From an optimization exercise on the open Yosys and OpenROAD flow, aimed at small area, a short achievable clock period and few clock cycles per item; shortcuts taken in it are not production practice. RTL that was checked went through simulation tests only; none was proved equivalent to the original. Power figures rest on the tool's default switching activity, not on a simulated workload.

Setup of job 9398:
==> flow/design.v (excerpt) <==
module smult16_err_acc #(
  parameter int WIDTH = 16,
  parameter int OUTW  = 32,
  parameter int CNTW  = 16,
  parameter int ACCW  = 48
) (
  input  logic              clk,
  input  logic              rst_n,
  input  logic              start,
  input  logic [CNTW-1:0]   num_samples,
  input  logic              in_valid,
  output logic              in_ready,
  input  logic [WIDTH-1:0]  op_a,
  input  logic [WIDTH-1:0]  op_b,
  input  logic [OUTW-1:0]   p_approx,
  output logic              busy,
  output logic              done,
  output logic [CNTW-1:0]   err_count,
  output logic [ACCW-1:0]   sum_err,
  output logic [ACCW-1:0]   sum_abs_err,
  output logic [OUTW:0]     max_abs_err,
  output logic              overflow
);
  logic             busy_q, done_q, rdy_q;
  logic [CNTW-1:0]  rem_q;           
  logic             l1_q, l2_q, l3_q, l4_q;   
  logic             v1_q, v2_q;
  logic             clr_q;           
  logic             z_q;             
  wire go       = !busy_q && !done_q && start;
  wire accept   = rdy_q && in_valid;
  wire last_acc = accept && (rem_q == CNTW'(1));
  wire empty    = (num_samples == '0);
  always_ff @(posedge clk or negedge rst_n) begin
    if (!rst_n) begin
      busy_q <= 1'b0;
      done_q <= 1'b0;
      rdy_q  <= 1'b0;
      l1_q   <= 1'b0;
      l2_q   <= 1'b0;
      l3_q   <= 1'b0;
      l4_q   <= 1'b0;
      v1_q   <= 1'b0;
      v2_q   <= 1'b0;
      clr_q  <= 1'b0;
      z_q    <= 1'b0;
    end else begin
      done_q <= l4_q || z_q;
      busy_q <= go || (busy_q && !l4_q && !z_q);
      z_q    <= go && empty;
      rdy_q  <= go ? !empty : (rdy_q && !last_acc);
      l1_q   <= last_acc;
      l2_q   <= l1_q;
      l3_q   <= l2_q;
      l4_q   <= l3_q;
      v1_q   <= accept;
      v2_q   <= v1_q;
      clr_q  <= go;
    end
  end
  always_ff @(posedge clk) begin
    if (go) rem_q <= num_samples;
    else if (accept) rem_q <= rem_q - CNTW'(1);
  end
  logic [15:0] a_q;
  logic [31:0] p_q;
  logic        pc19_q;
  logic [7:0]  bone, btwo, bneg;
  wire  [16:0] bx = {op_b, 1'b0};
  wire  [5:0]  p_mid = {1'b0, p_approx[18:14]} + {5'b0, ~op_b[15]};
  always_ff @(posedge clk) begin
    a_q    <= op_a;
    p_q    <= {p_approx[31:19], p_mid[4:0], p_approx[13:0]};
    pc19_q <= p_mid[5];
  ...
==> flow/config.mk <==
export PLATFORM = sky130hd
export DESIGN_NAME = smult16_err_acc
export DESIGN_NICKNAME = smult16_err_acc
export VERILOG_FILES = /design/flow/design.v
export SDC_FILE = /design/flow/constraint.sdc
export NUM_CORES = 4
export LEC_CHECK = 0
export CAP_MARGIN = 20
export CORE_MARGIN = 2
export CORE_UTILIZATION = 40
export SLEW_MARGIN = 20
==> flow/constraint.sdc <==
create_clock -name core_clock -period 8.5 [get_ports {clk}]
set_input_delay 1.7000 -clock core_clock [delete_from_list [all_inputs] [get_ports {clk}]]
set_output_delay 1.7000 -clock core_clock [all_outputs]
set_load 0.01 [all_outputs]
standard.sh (not shown) runs the stock make flow with config.mk's settings and CLKGATE_MAP_FILE= SYNTH_SCRIPT=/design/flow/synth_recipe.tcl, a recipe that flattens the netlist after the stock synthesis.
==> flow/flow/run.sh <==
#!/bin/bash
# The standard layout (standard.sh: unchanged synthesis and steps), with two changes:
# ports are buffered with buf_1 cells, and the resizer's setup repair aims for a margin.
set -e
export SETUP_SLACK_MARGIN=5.4
export BUFFER_PORTS_ARGS="-buffer_cell sky130_fd_sc_hd__buf_1"
bash standard.sh > standard_flow.log 2>&1
[inputs] job 5880 vs job 9398
diff --git a/flow/design.v b/flow/design.v
--- a/flow/design.v
+++ b/flow/design.v
@@ -491,91 +491,88 @@
   wire s269 = s157 ^ s209 ^ c208;
   wire c270 = (s157 & s209) | (c208 & (s157 ^ s209));
   wire s271 = c158 ^ s211 ^ c210;
   wire c272 = (c158 & s211) | (c210 & (c158 ^ s211));
   wire s273 = ppn6 ^ c212 ^ s213;
   wire c274 = (ppn6 & c212) | (s213 & (ppn6 ^ c212));
   wire s275 = s215 ^ pp7_15 ^ c214;
   wire c276 = (s215 & pp7_15) | (c214 & (s215 ^ pp7_15));
   wire s277 = p_q[29] ^ p_q[30] ^ ppn7;
   wire c278 = (p_q[29] & p_q[30]) | (ppn7 & (p_q[29] ^ p_q[30]));
   wire [32:0] row0 = {1'b1, c278, c276, c274, c272, c270, c268, c266, c264, c262, c260, c258, c256, c254, c252, c250, c248, c246, c244, c242, c240, c238, c236, c234, c232, c230, c228, c226, c224, c222, c220, c218, s217};
   wire [32:0] row1 = {1'b0, pn31, s277, s275, s273, s271, s269, s267, s265, s263, s261, s259, s257, s255, s253, s251, s249, s247, s245, s243, s241, s239, s237, s235, s233, s231, s229, s227, s225, s223, s221, s219, pp0_0};
-  localparam int LO = 6;
-  wire  [LO:0]   lo_sum = {1'b0, row0[LO-1:0]} + {1'b0, row1[LO-1:0]};
-  logic [32:0]   r0_q;
-  logic [32:LO]  r1_q;
-  logic          rc_q;
+  logic [32:0] r0_q, r1_q;
   always_ff @(posedge clk) begin
-    r0_q <= {row0[32:LO], lo_sum[LO-1:0]};
-    r1_q <= row1[32:LO];
-    rc_q <= lo_sum[LO];
+    r0_q <= row0;
+    r1_q <= row1;
   end
-  wire [33-LO:0] d_hi = {r0_q[32:LO], 1'b1} + {r1_q, rc_q};
-  wire [32:0]    d    = {d_hi[33-LO:1], r0_q[LO-1:0]};
+  wire [32:0] d  = r0_q + r1_q;
   wire        ds = d[32];
   wire [31:0] dx = d[31:0] ^ {32{ds}};
   logic [31:0] x_q;
   logic        s_q;
   always_ff @(posedge clk or negedge rst_n) begin
     if (!rst_n) begin
       x_q <= '0;
       s_q <= 1'b0;
     end else begin
       x_q <= v2_q ? dx : '0;
       s_q <= v2_q & ds;
     end
   end
   logic [CNTW-1:0] cnt_q;
-  logic [19:0]     el_q;                  
-  logic [27:0]     eh_q;
+  logic [23:0]     el_q, eh_q;            
   logic [23:0]     al_q, ah_q;            
   logic [31:0]     max_q;
   logic            ovf_q;
   logic            ec_q, ac_q;            
-  logic [12:0]     dh_q;                  
-  wire kp = ~clr_q;
+  logic [8:0]      dh_q;                  
+  wire [CNTW-1:0] cnt_f = clr_q ? '0 : cnt_q;
+  wire [23:0]     el_f  = clr_q ? '0 : el_q;
+  wire [23:0]     eh_f  = clr_q ? '0 : eh_q;
+  wire [23:0]     al_f  = clr_q ? '0 : al_q;
+  wire [23:0]     ah_f  = clr_q ? '0 : ah_q;
+  wire [31:0]     max_f = clr_q ? '0 : max_q;
+  wire            ovf_f = clr_q ? 1'b0 : ovf_q;
   wire [31:0] dd    = x_q ^ {32{s_q}};                        
-  wire [20:0] el_n  = {1'b0, el_q} + {1'b0, dd[19:0]};
-  wire [28:0] eh_c  = {eh_q, 1'b1} + {{15{dh_q[12]}}, dh_q, ec_q};   
-  wire [27:0] eh_n  = eh_c[28:1];
-  wire        wrap  = (eh_q[27] == dh_q[12]) && (eh_n[27] != dh_q[12]);
-  wire [25:0] al_n  = {1'b0, al_q, 1'b1} + {1'b0, x_q[23:0], s_q};   
-  wire [24:0] ah_c  = {ah_q, 1'b1} + {16'b0, x_q[31:24], ac_q};    
-  wire [23:0] ah_n  = ah_c[24:1];
-  wire [33:0] cmp   = {1'b0, x_q, 1'b1} + {1'b0, ~max_q, s_q};    
+  wire [24:0] el_n  = {1'b0, el_f} + {1'b0, dd[23:0]};
+  wire [23:0] eh_n  = eh_f + {{15{dh_q[8]}}, dh_q} + {23'b0, ec_q};
+  wire        wrap  = (eh_f[23] == dh_q[8]) && (eh_n[23] != dh_q[8]);
+  wire [25:0] al_n  = {1'b0, al_f, 1'b1} + {1'b0, x_q[23:0], s_q};   
+  wire [23:0] ah_n  = ah_f + {16'b0, x_q[31:24]} + {23'b0, ac_q};
+  wire [32:0] cmp   = {1'b0, x_q} + {1'b0, ~max_f} + {32'b0, s_q};    
   wire [31:0] absd  = x_q + {31'b0, s_q};
   wire        nz    = s_q | (|x_q);
   always_ff @(posedge clk or negedge rst_n) begin
     if (!rst_n) begin
       cnt_q <= '0;
       el_q  <= '0;
       eh_q  <= '0;
       al_q  <= '0;
       ah_q  <= '0;
       max_q <= '0;
       ovf_q <= 1'b0;
       ec_q  <= 1'b0;
       ac_q  <= 1'b0;
       dh_q  <= '0;
     end else begin
-      cnt_q <= (cnt_q + CNTW'(nz)) & {CNTW{kp}};
-      el_q  <= el_n[19:0] & {20{kp}};
-      ec_q  <= el_n[20];
-      dh_q  <= {s_q, dd[31:20]};
-      eh_q  <= eh_n & {28{kp}};
-      ovf_q <= (ovf_q | wrap) & kp;
-      al_q  <= al_n[24:1] & {24{kp}};
+      cnt_q <= cnt_f + CNTW'(nz);
+      el_q  <= el_n[23:0];
+      ec_q  <= el_n[24];
+      dh_q  <= {s_q, dd[31:24]};
+      eh_q  <= eh_n;
+      ovf_q <= ovf_f | wrap;
+      al_q  <= al_n[24:1];
       ac_q  <= al_n[25];
-      ah_q  <= ah_n & {24{kp}};
-      max_q <= (cmp[33] ? absd : max_q) & {32{kp}};
+      ah_q  <= ah_n;
+      max_q <= cmp[32] ? absd : max_f;
     end
   end
   assign in_ready    = rdy_q;
   assign busy        = busy_q;
   assign done        = done_q;
   assign err_count   = cnt_q;
   assign sum_err     = {eh_q, el_q};
   assign sum_abs_err = {ah_q, al_q};
   assign max_abs_err = {1'b0, max_q};
   assign overflow    = ovf_q;
 endmodule
Results
Number of buffers created by CTS: job 5880 and job 9398 compared, higher one is job 5880
Between job 5880 and job 9398, the worst path required time figures differ only marginally.
Design area, job 5880 and job 9398: smaller value in job 9398
Summary of job 5880 over job 9398: achievable frequency saw an increase, internal power consumption saw an increase, period utilization saw a decrease, detailed-routing iteration count for the pre-antenna-repair pass saw a decrease, sequential share of layout area saw a decrease.
For the layout overhead on the synthesized area, job 5880 came in 2.9 points higher than job 9398 did.
NOTE: transition time at the pin with the least slew margin in job 5880 falls short of that of job 9398
Comparing job 5880 and job 9398, the lower post-synthesis instance area is on job 9398.
The number of global-route vias before repair was comparable across job 5880 and job 9398.
Testbench counts of job 5880, summed over its fixed seeds: cycles 24,689, items 24,113.
Only the layout flow was run in job 9398; the RTL was not checked for function there.

-- what the ideal ports hide --
How much do the figures lean on ideal ports? The routed layouts below were timed once more, with nothing changed but the port constraints.
Step 1 sets driving cells, clkbuf_16 on the clock port and buf_2 on the other inputs (assumed; they add their load-dependent delay and slew).
Step 2, shift: input delay + t, output delay - t, t = (earliest + latest rising clock arrival at the registers) / 2. This alone moves slack from input paths to output paths.
Three values: ideal ports, drivers, drivers and shift; two values: the first two.
run | t (ns) | setup slack, ns | clock arrival spread, ns | worst slew at a driven data input, ns | pins driven straight from the clock port
job 9398 | 0.625 | 5.297 / 5.297 / 5.081 | 0.026 / 0.027 | 0.07 | 1
job 5880 | 0.627 | 5.421 / 5.421 / 5.068 | 0.017 / 0.017 | 0.05 | 1
After both steps setup and hold are still met in every run listed. For job 5880, which loses most, drivers alone change the setup slack by 0.000 ns; drivers and shift together by -0.353 ns.
